This design comes from an exercise in tuning for small area, a short achievable clock period and few clock cycles per item on the open sky130 flow, not from production work.
Function was not checked in any run shown here: the RTL went through the layout flow alone.
No activity file was given, so power comes from the tool's default toggle rates.

==> flow/design.v (outline; a module is shown in full before it is edited, if it fits) <==
// module barrier_basket_payoff: 1552 lines
module barrier_basket_payoff (
  input  wire          clk_i,
  input  wire          rst_ni,
  input  wire          cfg_we_i,
  input  wire  [1:0]   cfg_idx_i,
  input  wire  [15:0]  cfg_data_i,
  input  wire          s_axis_tvalid,
  output logic         s_axis_tready,
  input  wire  [127:0] s_axis_tdata,
  input  wire          s_axis_tuser,
  input  wire          s_axis_tlast,
  output logic         m_axis_tvalid,
  input  wire          m_axis_tready,
  output logic [31:0]  m_axis_tdata,
  output logic         m_axis_tuser
);
  // ...
==> flow/flow/run.sh <==
#!/bin/bash
set -euo pipefail
bash standard.sh "BUFFER_PORTS_ARGS=-buffer_cell sky130_fd_sc_hd__buf_2" \
  SETUP_SLACK_MARGIN=5.4 finish > std_flow.log 2>&1
==> flow/standard.sh <==
#!/bin/bash
# synth_recipe.tcl (not shown) runs the flow's synth.tcl, then flattens the netlist and writes it again
# the make line also repeats each setting of config.mk as NAME=value (left out here)
make -C /OpenROAD-flow-scripts/flow DESIGN_CONFIG=/design/flow/config.mk WORK_HOME=/design/flow/orfs CLKGATE_MAP_FILE= SYNTH_SCRIPT=/design/flow/synth_recipe.tcl "${@:-finish}"
==> flow/config.mk <==
export PLATFORM = sky130hd
export DESIGN_NAME = barrier_basket_payoff
export DESIGN_NICKNAME = barrier_basket_payoff
export VERILOG_FILES = /design/flow/design.v
export SDC_FILE = /design/flow/constraint.sdc
export NUM_CORES = 4
export LEC_CHECK = 0
export CAP_MARGIN = 20
export CORE_MARGIN = 2
export CORE_UTILIZATION = 55
export SETUP_SLACK_MARGIN = 5
export SLEW_MARGIN = 20
export TNS_END_PERCENT = 100
==> flow/constraint.sdc <==
create_clock -name core_clock -period 8.5 [get_ports {clk_i}]
set_input_delay 1.7000 -clock core_clock [delete_from_list [all_inputs] [get_ports {clk_i}]]
set_output_delay 1.7000 -clock core_clock [all_outputs]
set_load 0.01 [all_outputs]
==> metrics.csv, run 1 <==
metric,value,unit
Ys Warns,1,
num tapcells,1625,
WL met2,89300,um
Final Cell Area,79200,um2
worst slew pin tran,1.11,ns
Logic inverters,203,
"commonest non-fill, non-tap cell in the layout",dfxtp_1,
Post-synth EDFFs,170,
Max power group,sequential cells,
CP peak stage delay,0.59,ns
Compound-Gate Fraction of Synth Area,0.152,
Total GRT Usage,0.294,
outcome,"complete, no violations",
main combinational cell family by area after synthesis,compound AO/OA/AOI/OAI gates,
DP HPWL,111000,um
Layout Cells excl Fill,7491,
Max H-tree Level,4,
critical path required time,9.23,ns
"Worst Path Class, Setup",register to register,
Syn Nets,6078,
Reg area,40000,um2
predominant post-synthesis flop cell,dfxtp_1,
Die H,354,um
fin worst setup slack,5.05,ns
critical path's most frequent cell,buf_4,
top post-synthesis cells by count,"1,502 x dfxtp_1, 662 x a22oi_1, 280 x xnor2_1, 265 x clkbuf_1, 255 x ha_1",
layout cells sized above 1,0.176,
period utilisation layout,0.405,
GRT busiest layer,met2,
crit start category,register,
Yosys top cell area share,0.446,
==> run 2, diff against run 1 <==
--- a/flow/design.v
+++ b/flow/design.v
@@ -101,17 +101,17 @@
   logic       ok_new, ok_old, room_res, room_nores;
   assign ph1        = ph_q + 4'd1;
   assign ok_new     = (in_asset == ph1);
   assign ok_old     = ~(pv_q & ~wr) | (pa_q == ph1);
   assign room_res   = res_out ? (pend_q != 2'd2) : (pend_q == 2'd0);
   assign room_nores = res_out | (pend_q != 2'd2);
   always_ff @(posedge clk_i or negedge rst_ni) begin
     if (!rst_ni) begin
-      tready_q <= 1'b1;
+      tready_q <= 1'b0;
       ph_q     <= 4'd0;
       pv_q     <= 1'b0;
       pend_q   <= 2'd0;
     end else begin
       tready_q <= (in_load ? ok_new : ok_old) & (in_res ? room_res : room_nores);
       ph_q     <= ph_q + 4'd1;
       pv_q     <= pv_n;
       pend_q   <= pend_n;
==> flow/flow/run.sh (replaced) <==
#!/bin/bash
set -euo pipefail
bash standard.sh "BUFFER_PORTS_ARGS=-buffer_cell sky130_fd_sc_hd__buf_2" \
  SETUP_SLACK_MARGIN=5.2 finish > std_flow.log 2>&1
==> flow/config.mk (replaced) <==
export PLATFORM = sky130hd
export DESIGN_NAME = barrier_basket_payoff
export DESIGN_NICKNAME = barrier_basket_payoff
export VERILOG_FILES = /design/flow/design.v
export SDC_FILE = /design/flow/constraint.sdc
export NUM_CORES = 4
export LEC_CHECK = 0
export CAP_MARGIN = 20
export CORE_MARGIN = 2
export CORE_UTILIZATION = 55
export CTS_CLUSTER_DIAMETER = 60
export CTS_CLUSTER_SIZE = 30
export SETUP_SLACK_MARGIN = 5
export SLEW_MARGIN = 20
export TNS_END_PERCENT = 100
==> run 2 against run 1 <==
Effect of this change: routed wire length is 4.8% lower; non-clock buffer count is 70 lower; critical endpoint is now r2b_p_q[40]; sequential power hardly changed; via count is 2.2% lower; cell area is 3.9% lower; worst setup slack better by 0.028 ns; worst hold slack worse by 0.013 ns; clock skew is 0.023 ns higher; synthesized cell count stayed put; still clean; first-iteration DRC count is 9.0% lower; maximum frequency is 0.83% higher; cell count is 2.3% lower.
==> metrics.csv, run 2 <==
metric,value,unit,change
synth top area cells,"dfxtp_1 45%, edfxtp_1 7.6%, a22oi_1 7.4%",,unchanged
number of port buffers,185,,unchanged
Yosys top cell by area,dfxtp_1,,unchanged
hold path cells,0,,unchanged
"commonest non-fill, non-tap cells in the layout","1,481 x dfxtp_1, 661 x a22oi_1, 275 x xnor2_1",,"was 1,466 x dfxtp_1, 659 x a22oi_1, 265 x xnor2_1"
Layout area overhead,13.0,%,was 17.5%
reg2reg setup slack,5.08,ns,was 5.05 ns
Largest Register,ring_q,,unchanged
r2r worst-path depth,14,,was 13
initial DRC count,3663,,"was 4,027"
outcome,"complete, no violations",,unchanged
GPL Wtd Cong,0.844,,was 0.850
cell with the most instances after synthesis,dfxtp_1,,unchanged
critical path required time,9.14,ns,was 9.23 ns
Synth cell types,79,,unchanged
Worst R2R Start,r2_a_q[11],,was r2_c_q[9]
area of the multi-input gates,26600,um2,"was 27,100 um2"
Max Slew Vio Count,0,,unchanged
Syn Inst Count,5481,,unchanged
crit start category,register,,unchanged
CP arrival,4.05,ns,was 4.18 ns
clk buf depth,3,,unchanged
total power,0.0186,W,was 0.0204 W
total CTS buffers,120,,was 182
"flops & latches, synth",1859,,unchanged
largest net degree at the start of global routing,111,,was 95
# rows,128,,unchanged
via count,43200,,"was 44,200"
Worst Min Path Start,ring_q[740],,was ring_q[815]
Yosys top cell area share,0.446,,about the same
Reg area,39900,um2,"was 40,000 um2"
Die H,354,um,about the same
Syn Nets,6078,,unchanged
die area,125000,um2,about the same
worst slew pin tran,0.994,ns,was 1.11 ns
TritonCTS clock tree,done,,unchanged
Hold Path Class,register to register,,unchanged
layout cells sized above 1,0.145,,was 0.176
final setup violation count,0,,unchanged
First-pass DRT Iterations,6,,unchanged
Fmax,0.293,GHz,was 0.290 GHz
clock skew,0.0517,ns,was 0.0288 ns
Max-cap violations,0,,unchanged
Routed WL per cell,24.4,um,was 25.1 um
pwr dens,245,nW/um2,was 257 nW/um2
unrepaired setup endpoints after global routing,yes,,unchanged
first-pass GRT wire length,267000,um,"was 280,000 um"
Die Wd,354,um,about the same
Fin Setup TNS,0,ns,unchanged
predominant post-synthesis flop cell,dfxtp_1,,unchanged
top post-synthesis cells by count,"1,502 x dfxtp_1, 662 x a22oi_1, 280 x xnor2_1, 265 x clkbuf_1, 255 x ha_1",,unchanged
worst vdd ir,0.322,mV,was 0.220 mV
sequential element share of the synthesized area,0.591,,about the same
IO Pins,188,,unchanged
clock-pin slew on the worst setup and hold paths,0.10,ns,was 0.06 ns
Antenna Violating Nets Remaining,0,,unchanged
# DRC,0,,unchanged
Layout Cells excl Fill,7315,,"was 7,491"
initial antenna violation count,3,,unchanged
Final Critical Period,3.42,ns,was 3.45 ns
Max H-tree Level,3,,was 4
Hold EP,ring_q[660],,was ring_q[735]
Ys Warns,1,,unchanged
Cell Count Post-Placement,7009,,"was 7,020"
final core occ,0.626,,was 0.651
Vias/cell,5.91,,was 5.90
Root Driver,clkbuf_16,,unchanged
max_slew headroom,0.337,,was 0.260
"Worst Path Class, Setup",register to register,,unchanged
ys async rst share,0.101,,unchanged
Post-synth EDFFs,170,,unchanged
largest registers,"ring_q: 1280 flops, pd_q: 80 flops, acc_q: 64 flops",,unchanged
grt total ovfl,0,,unchanged
Post-Syn Area per Cell,12.3,um2,about the same
Mapped Area,67400,um2,about the same
Starting Density,0.554,,about the same
Area after DPL,69700,um2,"was 69,900 um2"
number of flip-flops under the largest register name,1280,,unchanged
worst skew pair latency,0.75,ns,was 0.81 ns
DP HPWL,109000,um,"was 111,000 um"
Final Cell Area,76200,um2,"was 79,200 um2"
core area,122000,um2,unchanged
Routed WL,179000,um,"was 188,000 um"
Total GRT Usage,0.277,,was 0.294
# clock sinks,1859,,unchanged
CP Max Fanout,4,,unchanged
CP Capture Type,register,,unchanged
period utilisation layout,0.402,,was 0.405
number of fill cells,9534,,"was 9,300"
Leak,31.5,nW,was 33.0 nW
final hold vios,0,,unchanged
r2r endpoint,r2b_p_q[40],,was r2b_p_q[42]
"commonest non-fill, non-tap cell in the layout",dfxtp_1,,unchanged
vias in the first global route,43800,,"was 45,200"
Final #Nets,6179,,"was 6,309"
run 2: changes by cell type after synthesis, sizes merged:
cell,change
dfrtp,+1
dfstp,-1
run 2: repair_timing:
action | 4_1_cts | 5_1_grt
setup endpoints to repair | 153 | 108
cloned | 1 | 4
gates resized for setup | 109 | 132
pin swaps | 35 | 75
hold buffers | 0 | 0
setup buffers | 30 | 40
run 2: area by class of cell:
cell class              instances  share of cell area
inverters                     203              0.0101
clock buffers                 137              0.0433
clock inverters                92              0.0151
multi-input cells            3082               0.349
diodes                          1           0.0000328
flip-flops and latches       1859               0.524
repair buffers                316              0.0314
well taps                    1625              0.0267
run 2: worst max path at each step:
stage | end | from | cells after the start | slack [ns]
2_1_floorplan | pend_q[1] | s_axis_tdata[1] | 11 | 5.08
3_3_place_gp | r2b_p_q[46] | r2_a_q[4] | 12 | 4.27
5_1_grt | r2b_p_q[46] | r2_a_q[11] | 13 | 4.96
6_report | r2b_p_q[40] | r2_a_q[11] | 14 | 5.08
4_1_cts | r2b_p_q[45] | r2_c_q[9] | 13 | 5.02
3_5_place_dp | r2b_p_q[46] | r2_a_q[9] | 12 | 4.26
run 2: where the power goes:
group          switching, W  total (W)  internal (W)
clock               0.00344    0.00649       0.00305
sequential         0.000746     0.0109        0.0102
combinational      0.000759    0.00125      0.000488
run 2: worst max-delay path, stage by stage (launching register included):
cell and delay, ns:
dfxtp_2 0.33, fa_2 0.60, ha_4 0.23, buf_6 0.12, a211oi_2 0.23, o21ai_2 0.09
a31oi_1 0.22, o211ai_1 0.21, nand3_2 0.17, a31oi_4 0.11, a221o_1 0.37, buf_4 0.16
a21o_1 0.16, a21oi_1 0.17, xnor2_1 0.15
run 2: kinds of logic (layout without fill, tap and decap cells):
| logic type | after synthesis | after routing | share of synthesized area |
|---|---|---|---|
| compound gates | 1398 | 1398 | 0.152 |
| simple gates | 742 | 744 | 0.0550 |
| xor+xnor | 407 | 407 | 0.0529 |
| buf+inv | 542 | 748 | 0.0303 |
| fa+ha+maj | 444 | 444 | 0.103 |
| mux | 89 | 89 | 0.0149 |
| other cells | 0 | 1 | 0 |
| flops | 1859 | 1859 | 0.591 |
run 2: routing by layer:
layer | vias up | part of all wire | wire length (um) | GRT usage
met5 | - | 0.000073 | 13 | 0
met4 | 2 | 0.032 | 5670 | 0.0945
met2 | 1394 | 0.47 | 84200 | 0.457
met1 | 21600 | 0.44 | 79100 | 0.376
met3 | 308 | 0.055 | 9820 | 0.0367
li1 | 19900 | - | - | -
run 2: through the flow:
step	hold slack, ns	setup WS [ns]
detailed placement	0.336	4.26
CTS	0.328	5.02
finish	0.324	5.08
floorplan	0.331	5.08
global route	0.329	4.96
global placement	0.332	4.27

## afterwards: timing with drivers on the ports
How much do the figures lean on ideal ports? The routed layouts below were timed once more, with nothing changed but the port constraints.
Step 1, drivers: a clkbuf_16 drives clk_i and a buf_2 each remaining input, both assumed.
Step 2 times the ports against the registers' clock, not the clock port: input delays grow and output delays shrink by t, the midpoint of the rising clock arrivals with the driver on.
Slacks: ideal / step 1 / step 2; pairs: ideal / step 1.
run	t (ns)	slack for setup (ns)	worst hold slack (ns)	worst data-port slew with drivers (ns)
run 1	0.880	5.055 / 4.992 / 4.789	0.337 / 0.337 / 0.337	0.14
run 2	0.819	5.083 / 5.083 / 4.760	0.324 / 0.324 / 0.324	0.11
After both steps setup and hold are still met in every run listed. The setup slack of run 2, which loses most, moves by 0.000 ns with the drivers and by -0.323 ns with both steps.
